What follows belongs to an exercise in optimizing a design on an open flow for small area, a short achievable clock period and few clock cycles; a production flow would make more cautious choices.
The RTL was checked by simulation tests, not by an equivalence proof against the original design.

==> build 9 <==
==> flow/design.v <==
package trdq_pkg;
	localparam int QUEUE_DEPTH = 64;
	localparam int TAG_W  = 16;
	localparam int DLY_W  = 16;
	localparam int XFER_W = 16;
	localparam int ACC_W  = 20;
	localparam int NOW_W  = 16;
	localparam int LAG_W  = 7;
	localparam logic [1:0] STAT_NONE = 2'd0;
	localparam logic [1:0] STAT_REL  = 2'd1;
	localparam logic [1:0] STAT_ENQ  = 2'd2;
	localparam logic [1:0] STAT_DROP = 2'd3;
endpackage
import trdq_pkg::*;
module trdq_alu (
	input  logic               clk,
	input  logic               arst_n,
	input  logic               in_v,
	input  logic [1:0]         in_st,
	input  logic [TAG_W-1:0]   in_tag,
	input  logic [DLY_W-1:0]   in_dly,
	input  logic [LAG_W-1:0]   in_now,
	input  logic [LAG_W-1:0]   in_rel,
	output logic               done,
	output logic [1:0]         status,
	output logic [TAG_W-1:0]   released_tag,
	output logic [XFER_W-1:0]  transit_ms,
	output logic [ACC_W-1:0]   mean_transit_q4,
	output logic [ACC_W-1:0]   jitter_q4
);
	localparam int XW = ACC_W + 1;
	logic               s2_v;
	logic [1:0]         s2_st;
	logic [TAG_W-1:0]   s2_tag;
	logic [XFER_W-1:0]  s2_tr;
	logic               s2_sat;
	logic               rel;
	logic [LAG_W-1:0]   lag;
	logic [DLY_W:0]     t;
	assign rel = (in_st == STAT_REL);
	assign lag = in_now - in_rel - LAG_W'(2);
	assign t   = {1'b0, in_dly} + {{(DLY_W+1-LAG_W){1'b0}}, lag};
	always_ff @(posedge clk or negedge arst_n) begin
		if (!arst_n)
			s2_v <= 1'b0;
		else
			s2_v <= in_v;
	end
	always_ff @(posedge clk) begin
		s2_st  <= in_st;
		s2_tag <= rel ? in_tag : '0;
		s2_tr  <= !rel ? '0 : t[DLY_W] ? '1 : t[XFER_W-1:0];
		s2_sat <= t[DLY_W];
	end
	logic               s3_v;
	logic [1:0]         s3_st;
	logic [TAG_W-1:0]   s3_tag;
	logic [XFER_W-1:0]  s3_tr;
	logic [XW-1:0]      s3_x;
	logic [ACC_W-1:0]   mean_q;
	logic [ACC_W-1:0]   m_a, m_b, m_c, m_s, m_k, mean_new;
	assign m_a      = mean_q;
	assign m_b      = ~(mean_q >> 4);
	assign m_c      = {{(ACC_W-XFER_W){1'b0}}, s2_tr};
	assign m_s      = m_a ^ m_b ^ m_c;
	assign m_k      = {((m_a[ACC_W-2:0] & m_b[ACC_W-2:0]) | (m_a[ACC_W-2:0] & m_c[ACC_W-2:0]) |
		(m_b[ACC_W-2:0] & m_c[ACC_W-2:0])), 1'b1};
	assign mean_new = m_s + m_k;
	logic [XW-1:0]      x_a, x_b, x_c, x_d, x_s1, x_k1, x_s2, x_k2, x;
	assign x_a  = {1'b0, s2_tr, {4{s2_sat}}};
	assign x_b  = ~{1'b0, mean_q};
	assign x_c  = {5'b0, mean_q[ACC_W-1:4]};
	assign x_d  = ~{5'b0, s2_tr};
	assign x_s1 = x_a ^ x_b ^ x_c;
	assign x_k1 = {((x_a[XW-2:0] & x_b[XW-2:0]) | (x_a[XW-2:0] & x_c[XW-2:0]) |
		(x_b[XW-2:0] & x_c[XW-2:0])), 1'b1};
	assign x_s2 = x_s1 ^ x_k1 ^ x_d;
	assign x_k2 = {((x_s1[XW-2:0] & x_k1[XW-2:0]) | (x_s1[XW-2:0] & x_d[XW-2:0]) |
		(x_k1[XW-2:0] & x_d[XW-2:0])), 1'b1};
	assign x    = x_s2 + x_k2;
	always_ff @(posedge clk or negedge arst_n) begin
		if (!arst_n) begin
			s3_v   <= 1'b0;
			mean_q <= '0;
		end else begin
			s3_v <= s2_v;
			if (s2_v && s2_st == STAT_REL)
				mean_q <= mean_new;
		end
	end
	always_ff @(posedge clk) begin
		s3_st  <= s2_st;
		s3_tag <= s2_tag;
		s3_tr  <= s2_tr;
		s3_x   <= x;
	end
	logic               s4_v;
	logic [1:0]         s4_st;
	logic [TAG_W-1:0]   s4_tag;
	logic [XFER_W-1:0]  s4_tr;
	logic [ACC_W-1:0]   s4_mean;
	logic [ACC_W-1:0]   jit_q;
	logic               neg;
	logic               low0;
	logic [ACC_W-1:0]   j_a, j_b, j_c, j_s, j_k;
	logic [ACC_W:0]     j_sum;
	assign neg   = s3_x[XW-1];
	assign low0  = neg && (s3_x[3:0] == 4'd0);
	assign j_a   = jit_q;
	assign j_b   = ~(jit_q >> 4);
	assign j_c   = {4'b0, s3_x[ACC_W-1:4] ^ {(ACC_W-4){neg}}};
	assign j_s   = j_a ^ j_b ^ j_c;
	assign j_k   = {((j_a[ACC_W-2:0] & j_b[ACC_W-2:0]) | (j_a[ACC_W-2:0] & j_c[ACC_W-2:0]) |
		(j_b[ACC_W-2:0] & j_c[ACC_W-2:0])), 1'b1};
	assign j_sum = {j_s, 1'b1} + {j_k, low0};
	always_ff @(posedge clk or negedge arst_n) begin
		if (!arst_n) begin
			s4_v  <= 1'b0;
			jit_q <= '0;
		end else begin
			s4_v <= s3_v;
			if (s3_v && s3_st == STAT_REL)
				jit_q <= j_sum[ACC_W:1];
		end
	end
	always_ff @(posedge clk) begin
		s4_st   <= s3_st;
		s4_tag  <= s3_tag;
		s4_tr   <= s3_tr;
		s4_mean <= mean_q;
	end
	assign done            = s4_v;
	assign status          = s4_st;
	assign released_tag    = s4_tag;
	assign transit_ms      = s4_tr;
	assign mean_transit_q4 = s4_mean;
	assign jitter_q4       = jit_q;
endmodule
import trdq_pkg::*;
module trdq_ram (
	input  logic                clk,
	input  logic                arst_n,
	input  logic                in_v,
	input  logic                in_op,
	input  logic [TAG_W-1:0]    in_tag,
	input  logic [DLY_W-1:0]    in_dly,
	output logic                out_v,
	output logic [1:0]          out_st,
	output logic [TAG_W-1:0]    out_tag,
	output logic [DLY_W-1:0]    out_dly,
	output logic [LAG_W-1:0]    out_rel,
	output logic [LAG_W-1:0]    now_lo
);
	localparam int N  = QUEUE_DEPTH;
	localparam int GS = 8;
	localparam int NG = N / GS;
	localparam int RW = TAG_W + DLY_W + LAG_W;
	logic [N-1:0]       vld_q;
	logic [N-1:0]       due_q;
	logic [TAG_W-1:0]   tag_q [N];
	logic [NOW_W-1:0]   rel_q [N];
	logic [DLY_W-1:0]   dly_q [N];
	logic [NOW_W-1:0]   now_q;
	logic [NG-1:0] g_any;
	logic [NG-1:0] g_sel;
	logic [N-1:0]  l_sel;
	logic [N-1:0]  sel;
	logic          any_due;
	always_comb begin
		for (int g = 0; g < NG; g++) begin
			g_any[g] = |due_q[g*GS +: GS];
			for (int j = 0; j < GS; j++) begin
				l_sel[g*GS+j] = due_q[g*GS+j];
				for (int k = j + 1; k < GS; k++)
					l_sel[g*GS+j] = l_sel[g*GS+j] & ~due_q[g*GS+k];
			end
		end
		for (int g = 0; g < NG; g++) begin
			g_sel[g] = g_any[g];
			for (int k = g + 1; k < NG; k++)
				g_sel[g] = g_sel[g] & ~g_any[k];
		end
		for (int i = 0; i < N; i++)
			sel[i] = l_sel[i] & g_sel[i / GS];
		any_due = |g_any;
	end
	logic [NG-1:0] g_full;
	logic [NG-1:0] g_room;
	logic [N-1:0]  l_room;
	logic [N-1:0]  room;
	logic          full;
	always_comb begin
		for (int g = 0; g < NG; g++) begin
			g_full[g] = &vld_q[g*GS +: GS];
			for (int j = 0; j < GS; j++) begin
				l_room[g*GS+j] = 1'b1;
				for (int k = 0; k < j; k++)
					l_room[g*GS+j] = l_room[g*GS+j] & vld_q[g*GS+k];
			end
		end
		for (int g = 0; g < NG; g++) begin
			g_room[g] = 1'b1;
			for (int k = 0; k < g; k++)
				g_room[g] = g_room[g] & g_full[k];
		end
		for (int i = 0; i < N; i++)
			room[i] = l_room[i] & g_room[i / GS];
		full = &g_full;
	end
	logic [N-1:0] hit;
	logic         enq;
	logic         tick;
	assign enq  = in_v && in_op && !full;
	assign tick = in_v && !in_op;
	always_comb begin
		for (int i = 0; i < N; i++)
			hit[i] = vld_q[i] && (rel_q[i] == now_q);
	end
	always_ff @(posedge clk or negedge arst_n) begin
		if (!arst_n) begin
			vld_q <= '0;
			due_q <= '0;
			now_q <= '0;
		end else begin
			if (enq) begin
				for (int i = 0; i < N; i++) begin
					if (room[i]) begin
						vld_q[i] <= 1'b1;
						due_q[i] <= (i == 0) ? (in_dly <= DLY_W'(1)) : due_q[i-1];
					end
				end
			end else if (tick) begin
				now_q <= now_q + NOW_W'(1);
				vld_q <= vld_q & ~sel;
				due_q <= (due_q | hit) & ~sel;
			end
		end
	end
	always_ff @(posedge clk) begin
		for (int i = 0; i < N; i++) begin
			if (enq && room[i]) begin
				tag_q[i] <= (i == 0) ? in_tag : tag_q[i-1];
				rel_q[i] <= (i == 0) ? now_q + NOW_W'(in_dly) - NOW_W'(2) : rel_q[i-1];
				dly_q[i] <= (i == 0) ? in_dly : dly_q[i-1];
			end
		end
	end
	logic [RW-1:0] g_rd [NG];
	logic [RW-1:0] rd;
	always_comb begin
		for (int g = 0; g < NG; g++) begin
			g_rd[g] = '0;
			for (int j = 0; j < GS; j++)
				g_rd[g] = g_rd[g] | ({tag_q[g*GS+j], dly_q[g*GS+j], rel_q[g*GS+j][LAG_W-1:0]}
					& {RW{l_sel[g*GS+j]}});
		end
		rd = '0;
		for (int g = 0; g < NG; g++)
			rd = rd | (g_rd[g] & {RW{g_sel[g]}});
	end
	always_ff @(posedge clk or negedge arst_n) begin
		if (!arst_n)
			out_v <= 1'b0;
		else
			out_v <= in_v;
	end
	always_ff @(posedge clk) begin
		out_st  <= in_op ? (full ? STAT_DROP : STAT_ENQ) : (any_due ? STAT_REL : STAT_NONE);
		{out_tag, out_dly, out_rel} <= rd;
	end
	assign now_lo = now_q[LAG_W-1:0];
endmodule
import trdq_pkg::*;
module timed_release_delay_queue
(
	input  logic                clk,
	input  logic                arst_n,
	input  logic                start,
	output logic                busy,
	input  logic                opcode,
	input  logic [TAG_W-1:0]    seq_tag,
	input  logic [DLY_W-1:0]    delay_ms,
	output logic                done,
	output logic [1:0]          status,
	output logic [TAG_W-1:0]    released_tag,
	output logic [XFER_W-1:0]   transit_ms,
	output logic [ACC_W-1:0]    mean_transit_q4,
	output logic [ACC_W-1:0]    jitter_q4
);
	assign busy = 1'b0;
	logic              q_v;
	logic [1:0]        q_st;
	logic [TAG_W-1:0]  q_tag;
	logic [DLY_W-1:0]  q_dly;
	logic [LAG_W-1:0]  q_now;
	logic [LAG_W-1:0]  q_rel;
	trdq_ram u_ram (
		.clk     (clk),
		.arst_n  (arst_n),
		.in_v    (start),
		.in_op   (opcode),
		.in_tag  (seq_tag),
		.in_dly  (delay_ms),
		.out_v   (q_v),
		.out_st  (q_st),
		.out_tag (q_tag),
		.out_dly (q_dly),
		.now_lo  (q_now),
		.out_rel (q_rel)
	);
	trdq_alu u_alu (
		.clk             (clk),
		.arst_n          (arst_n),
		.in_v            (q_v),
		.in_st           (q_st),
		.in_tag          (q_tag),
		.in_dly          (q_dly),
		.in_now          (q_now),
		.in_rel          (q_rel),
		.done            (done),
		.status          (status),
		.released_tag    (released_tag),
		.transit_ms      (transit_ms),
		.mean_transit_q4 (mean_transit_q4),
		.jitter_q4       (jitter_q4)
	);
endmodule
==> flow/run.sh <==
#!/bin/bash
# synth_recipe.tcl (not shown) runs the flow's synth.tcl, then flattens the netlist and writes it again
# the make line also repeats each setting of config.mk as NAME=value (left out here)
make -C /OpenROAD-flow-scripts/flow DESIGN_CONFIG=/design/flow/config.mk WORK_HOME=/design/flow/orfs CLKGATE_MAP_FILE= SYNTH_SCRIPT=/design/flow/synth_recipe.tcl finish
==> flow/config.mk <==
export PLATFORM = sky130hd
export DESIGN_NAME = timed_release_delay_queue
export DESIGN_NICKNAME = timed_release_delay_queue
export VERILOG_FILES = /design/flow/design.v
export SDC_FILE = /design/flow/constraint.sdc
export NUM_CORES = 4
export LEC_CHECK = 0
export ABC_CLOCK_PERIOD_IN_PS = 3000
export CAP_MARGIN = 20
export CORE_MARGIN = 2
export CORE_UTILIZATION = 50
export SETUP_SLACK_MARGIN = 4.6
export SLEW_MARGIN = 20
export SYNTH_MEMORY_MAX_BITS = 8192
export TNS_END_PERCENT = 5
==> flow/constraint.sdc <==
create_clock -name core_clock -period 8.0 [get_ports {clk}]
set_input_delay 1.6000 -clock core_clock [delete_from_list [all_inputs] [get_ports {clk}]]
set_output_delay 1.6000 -clock core_clock [all_outputs]
set_load 0.01 [all_outputs]
==> inputs of trial 15, as changes to build 9 <==
--- a/flow/design.v
+++ b/flow/design.v
@@ -1,4 +1,5 @@
 package trdq_pkg;
 	localparam int QUEUE_DEPTH = 64;
+	localparam int IDX_W       = $clog2(QUEUE_DEPTH);
 	localparam int TAG_W  = 16;
 	localparam int DLY_W  = 16;
@@ -29,5 +30,4 @@
 	output logic [ACC_W-1:0]   jitter_q4
 );
-	localparam int XW = ACC_W + 1;
 	logic               s2_v;
 	logic [1:0]         s2_st;
@@ -57,5 +57,5 @@
 	logic [TAG_W-1:0]   s3_tag;
 	logic [XFER_W-1:0]  s3_tr;
-	logic [XW-1:0]      s3_x;
+	logic               s3_sat;
 	logic [ACC_W-1:0]   mean_q;
 	logic [ACC_W-1:0]   m_a, m_b, m_c, m_s, m_k, mean_new;
@@ -67,16 +67,4 @@
 		(m_b[ACC_W-2:0] & m_c[ACC_W-2:0])), 1'b1};
 	assign mean_new = m_s + m_k;
-	logic [XW-1:0]      x_a, x_b, x_c, x_d, x_s1, x_k1, x_s2, x_k2, x;
-	assign x_a  = {1'b0, s2_tr, {4{s2_sat}}};
-	assign x_b  = ~{1'b0, mean_q};
-	assign x_c  = {5'b0, mean_q[ACC_W-1:4]};
-	assign x_d  = ~{5'b0, s2_tr};
-	assign x_s1 = x_a ^ x_b ^ x_c;
-	assign x_k1 = {((x_a[XW-2:0] & x_b[XW-2:0]) | (x_a[XW-2:0] & x_c[XW-2:0]) |
-		(x_b[XW-2:0] & x_c[XW-2:0])), 1'b1};
-	assign x_s2 = x_s1 ^ x_k1 ^ x_d;
-	assign x_k2 = {((x_s1[XW-2:0] & x_k1[XW-2:0]) | (x_s1[XW-2:0] & x_d[XW-2:0]) |
-		(x_k1[XW-2:0] & x_d[XW-2:0])), 1'b1};
-	assign x    = x_s2 + x_k2;
 	always_ff @(posedge clk or negedge arst_n) begin
 		if (!arst_n) begin
@@ -93,5 +81,5 @@
 		s3_tag <= s2_tag;
 		s3_tr  <= s2_tr;
-		s3_x   <= x;
+		s3_sat <= s2_sat;
 	end
 	logic               s4_v;
@@ -100,4 +88,25 @@
 	logic [XFER_W-1:0]  s4_tr;
 	logic [ACC_W-1:0]   s4_mean;
+	logic [ACC_W:0]     s4_x;
+	logic [ACC_W-1:0]   tq;
+	assign tq = {s3_tr, {4{s3_sat}}};
+	always_ff @(posedge clk or negedge arst_n) begin
+		if (!arst_n)
+			s4_v <= 1'b0;
+		else
+			s4_v <= s3_v;
+	end
+	always_ff @(posedge clk) begin
+		s4_st   <= s3_st;
+		s4_tag  <= s3_tag;
+		s4_tr   <= s3_tr;
+		s4_mean <= mean_q;
+		s4_x    <= {1'b0, tq} - {1'b0, mean_q};
+	end
+	logic               s5_v;
+	logic [1:0]         s5_st;
+	logic [TAG_W-1:0]   s5_tag;
+	logic [XFER_W-1:0]  s5_tr;
+	logic [ACC_W-1:0]   s5_mean;
 	logic [ACC_W-1:0]   jit_q;
 	logic               neg;
@@ -105,9 +114,9 @@
 	logic [ACC_W-1:0]   j_a, j_b, j_c, j_s, j_k;
 	logic [ACC_W:0]     j_sum;
-	assign neg   = s3_x[XW-1];
-	assign low0  = neg && (s3_x[3:0] == 4'd0);
+	assign neg   = s4_x[ACC_W];
+	assign low0  = neg && (s4_x[3:0] == 4'd0);
 	assign j_a   = jit_q;
 	assign j_b   = ~(jit_q >> 4);
-	assign j_c   = {4'b0, s3_x[ACC_W-1:4] ^ {(ACC_W-4){neg}}};
+	assign j_c   = {4'b0, s4_x[ACC_W-1:4] ^ {(ACC_W-4){neg}}};
 	assign j_s   = j_a ^ j_b ^ j_c;
 	assign j_k   = {((j_a[ACC_W-2:0] & j_b[ACC_W-2:0]) | (j_a[ACC_W-2:0] & j_c[ACC_W-2:0]) |
@@ -116,23 +125,23 @@
 	always_ff @(posedge clk or negedge arst_n) begin
 		if (!arst_n) begin
-			s4_v  <= 1'b0;
+			s5_v  <= 1'b0;
 			jit_q <= '0;
 		end else begin
-			s4_v <= s3_v;
-			if (s3_v && s3_st == STAT_REL)
+			s5_v <= s4_v;
+			if (s4_v && s4_st == STAT_REL)
 				jit_q <= j_sum[ACC_W:1];
 		end
 	end
 	always_ff @(posedge clk) begin
-		s4_st   <= s3_st;
-		s4_tag  <= s3_tag;
-		s4_tr   <= s3_tr;
-		s4_mean <= mean_q;
-	end
-	assign done            = s4_v;
-	assign status          = s4_st;
-	assign released_tag    = s4_tag;
-	assign transit_ms      = s4_tr;
-	assign mean_transit_q4 = s4_mean;
+		s5_st   <= s4_st;
+		s5_tag  <= s4_tag;
+		s5_tr   <= s4_tr;
+		s5_mean <= s4_mean;
+	end
+	assign done            = s5_v;
+	assign status          = s5_st;
+	assign released_tag    = s5_tag;
+	assign transit_ms      = s5_tr;
+	assign mean_transit_q4 = s5_mean;
 	assign jitter_q4       = jit_q;
 endmodule
@@ -162,4 +171,6 @@
 	logic [DLY_W-1:0]   dly_q [N];
 	logic [NOW_W-1:0]   now_q;
+	logic [IDX_W:0]     cnt_q;
+	logic               full_q;
 	logic [NG-1:0] g_any;
 	logic [NG-1:0] g_sel;
@@ -189,5 +200,4 @@
 	logic [N-1:0]  l_room;
 	logic [N-1:0]  room;
-	logic          full;
 	always_comb begin
 		for (int g = 0; g < NG; g++) begin
@@ -206,10 +216,9 @@
 		for (int i = 0; i < N; i++)
 			room[i] = l_room[i] & g_room[i / GS];
-		full = &g_full;
 	end
 	logic [N-1:0] hit;
 	logic         enq;
 	logic         tick;
-	assign enq  = in_v && in_op && !full;
+	assign enq  = in_v && in_op && !full_q;
 	assign tick = in_v && !in_op;
 	always_comb begin
@@ -219,9 +228,13 @@
 	always_ff @(posedge clk or negedge arst_n) begin
 		if (!arst_n) begin
-			vld_q <= '0;
-			due_q <= '0;
-			now_q <= '0;
+			vld_q  <= '0;
+			due_q  <= '0;
+			now_q  <= '0;
+			cnt_q  <= '0;
+			full_q <= 1'b0;
 		end else begin
 			if (enq) begin
+				cnt_q  <= cnt_q + 1'b1;
+				full_q <= (cnt_q == N - 1);
 				for (int i = 0; i < N; i++) begin
 					if (room[i]) begin
@@ -232,4 +245,8 @@
 			end else if (tick) begin
 				now_q <= now_q + NOW_W'(1);
+				if (any_due) begin
+					cnt_q  <= cnt_q - 1'b1;
+					full_q <= 1'b0;
+				end
 				vld_q <= vld_q & ~sel;
 				due_q <= (due_q | hit) & ~sel;
@@ -266,5 +283,5 @@
 	end
 	always_ff @(posedge clk) begin
-		out_st  <= in_op ? (full ? STAT_DROP : STAT_ENQ) : (any_due ? STAT_REL : STAT_NONE);
+		out_st  <= in_op ? (full_q ? STAT_DROP : STAT_ENQ) : (any_due ? STAT_REL : STAT_NONE);
 		{out_tag, out_dly, out_rel} <= rd;
 	end
@@ -288,4 +305,19 @@
 	output logic [ACC_W-1:0]    jitter_q4
 );
+	logic              w_v;
+	logic              w_op;
+	logic [TAG_W-1:0]  w_tag;
+	logic [DLY_W-1:0]  w_dly;
+	always_ff @(posedge clk or negedge arst_n) begin
+		if (!arst_n)
+			w_v <= 1'b0;
+		else
+			w_v <= start;
+	end
+	always_ff @(posedge clk) begin
+		w_op  <= opcode;
+		w_tag <= seq_tag;
+		w_dly <= delay_ms;
+	end
 	assign busy = 1'b0;
 	logic              q_v;
@@ -298,8 +330,8 @@
 		.clk     (clk),
 		.arst_n  (arst_n),
-		.in_v    (start),
-		.in_op   (opcode),
-		.in_tag  (seq_tag),
-		.in_dly  (delay_ms),
+		.in_v    (w_v),
+		.in_op   (w_op),
+		.in_tag  (w_tag),
+		.in_dly  (w_dly),
 		.out_v   (q_v),
 		.out_st  (q_st),
==> flow/flow/run.sh (new file) <==
#!/bin/bash
# the standard layout with one change: the buffers that placement puts on the
# input and output ports are sky130_fd_sc_hd__buf_4 instead of the resizer's
# own pick (a slow delay buffer). synthesis is the standard one, unchanged.
# each call's full output goes to a log file of its own in the work folder.
set -euo pipefail
export BUFFER_PORTS_ARGS="-buffer_cell sky130_fd_sc_hd__buf_4"
bash standard.sh synth > synth.log 2>&1
bash standard.sh floorplan place > place.log 2>&1
bash standard.sh cts > cts.log 2>&1
bash standard.sh route > route.log 2>&1
bash standard.sh finish > finish.log 2>&1
==> flow/standard.sh (new file) <==
#!/bin/bash
# synth_recipe.tcl (not shown) runs the flow's synth.tcl, then flattens the netlist and writes it again
# the make line also repeats each setting of config.mk as NAME=value (left out here)
make -C /OpenROAD-flow-scripts/flow DESIGN_CONFIG=/design/flow/config.mk WORK_HOME=/design/flow/orfs CLKGATE_MAP_FILE= SYNTH_SCRIPT=/design/flow/synth_recipe.tcl "${@:-finish}"
- CORE_UTILIZATION: 50 -> 70
- CTS_CLUSTER_DIAMETER: default -> 100
- CTS_CLUSTER_SIZE: default -> 30
- PLACE_DENSITY: default -> 0.78
- SETUP_SLACK_MARGIN: 4.6 -> 4.85
- TNS_END_PERCENT: 5 -> 50
removed: flow/run.sh
==> flow_summary.toml <==
[timing]
fin_skew_ps = 68.72

[place]
placed_cells = 12610

[final_layout]
mostFrequentLayoutCells = "edfxtp_1, xnor2_1, nand2_1"

[pwr]
clkPwrFrac_pct = 29.6
comb_cell_power_mw = 18.3

[yosys]
synth_top_area_share_pct = 66.29
yosys_warnings = 6

[outcome]
status = "no timing/DRC/antenna violations"

[worst_setup_path]
slowest_delay_ps = 600
slowest_stage = "or4b_4"

[floorplanning]
initial_utilization_pct = 50.29
The numbers above come from build 9.

==> flow_summary.toml <==
[final_layout]
multi_input_area_mm2 = 0.03848
area_growth_pct = 10.74
mostFrequentLayoutCells = "edfxtp_1, xnor2_1, a221o_1"

[yosys]
yosys_warnings = 7
synth.area.mux_share_pct = 0.06862
ys_ff_latch = 3543
synth_top_area_share_pct = 65.70

[pwr]
p_seq_mw = 21.5
comb_cell_power_mw = 16.9
clkPwrFrac_pct = 18.9

[outcome]
status = "no timing/DRC/antenna violations"

[worst_setup_path]
slowest_stage = "fa_2"

[clock_network]
post-cts-setup-buffer-count = 142

[place]
placed_cells = 11430
The numbers above come from trial 15.

Testbench counts of build 9, summed over its fixed seeds: cycles 12,032.
Testbench counts of trial 15, summed over its fixed seeds: cycles 12,048.

port drivers added, routing unchanged:
No port has a modelled driver above. Below, the same layouts with a new extraction and two added sets of constraints. Step 1: set_driving_cell puts a clkbuf_16 on clk and a buf_2 on each other input, an assumption about the parent block. Step 2 moves the port delays by t, midway between the first and last clock arrival at a register: inputs arrive t later, outputs are due t later. That takes back most of the time a late clock gives input paths. Slacks: no drivers / after step 1 / after step 2; pairs: no drivers / after step 1.
run	shift t [ns]	slack for setup (ns)	worst hold slack (ns)
build 9	0.984	4.376 / 4.357 / 3.398	0.323 / 0.323 / 0.323
trial 15	0.967	4.594 / 4.594 / 4.594	0.332 / 0.332 / 0.332
After both steps setup and hold are still met in every run listed. The setup slack of build 9, which loses most, moves by -0.019 ns with the drivers and by -0.978 ns with both steps.
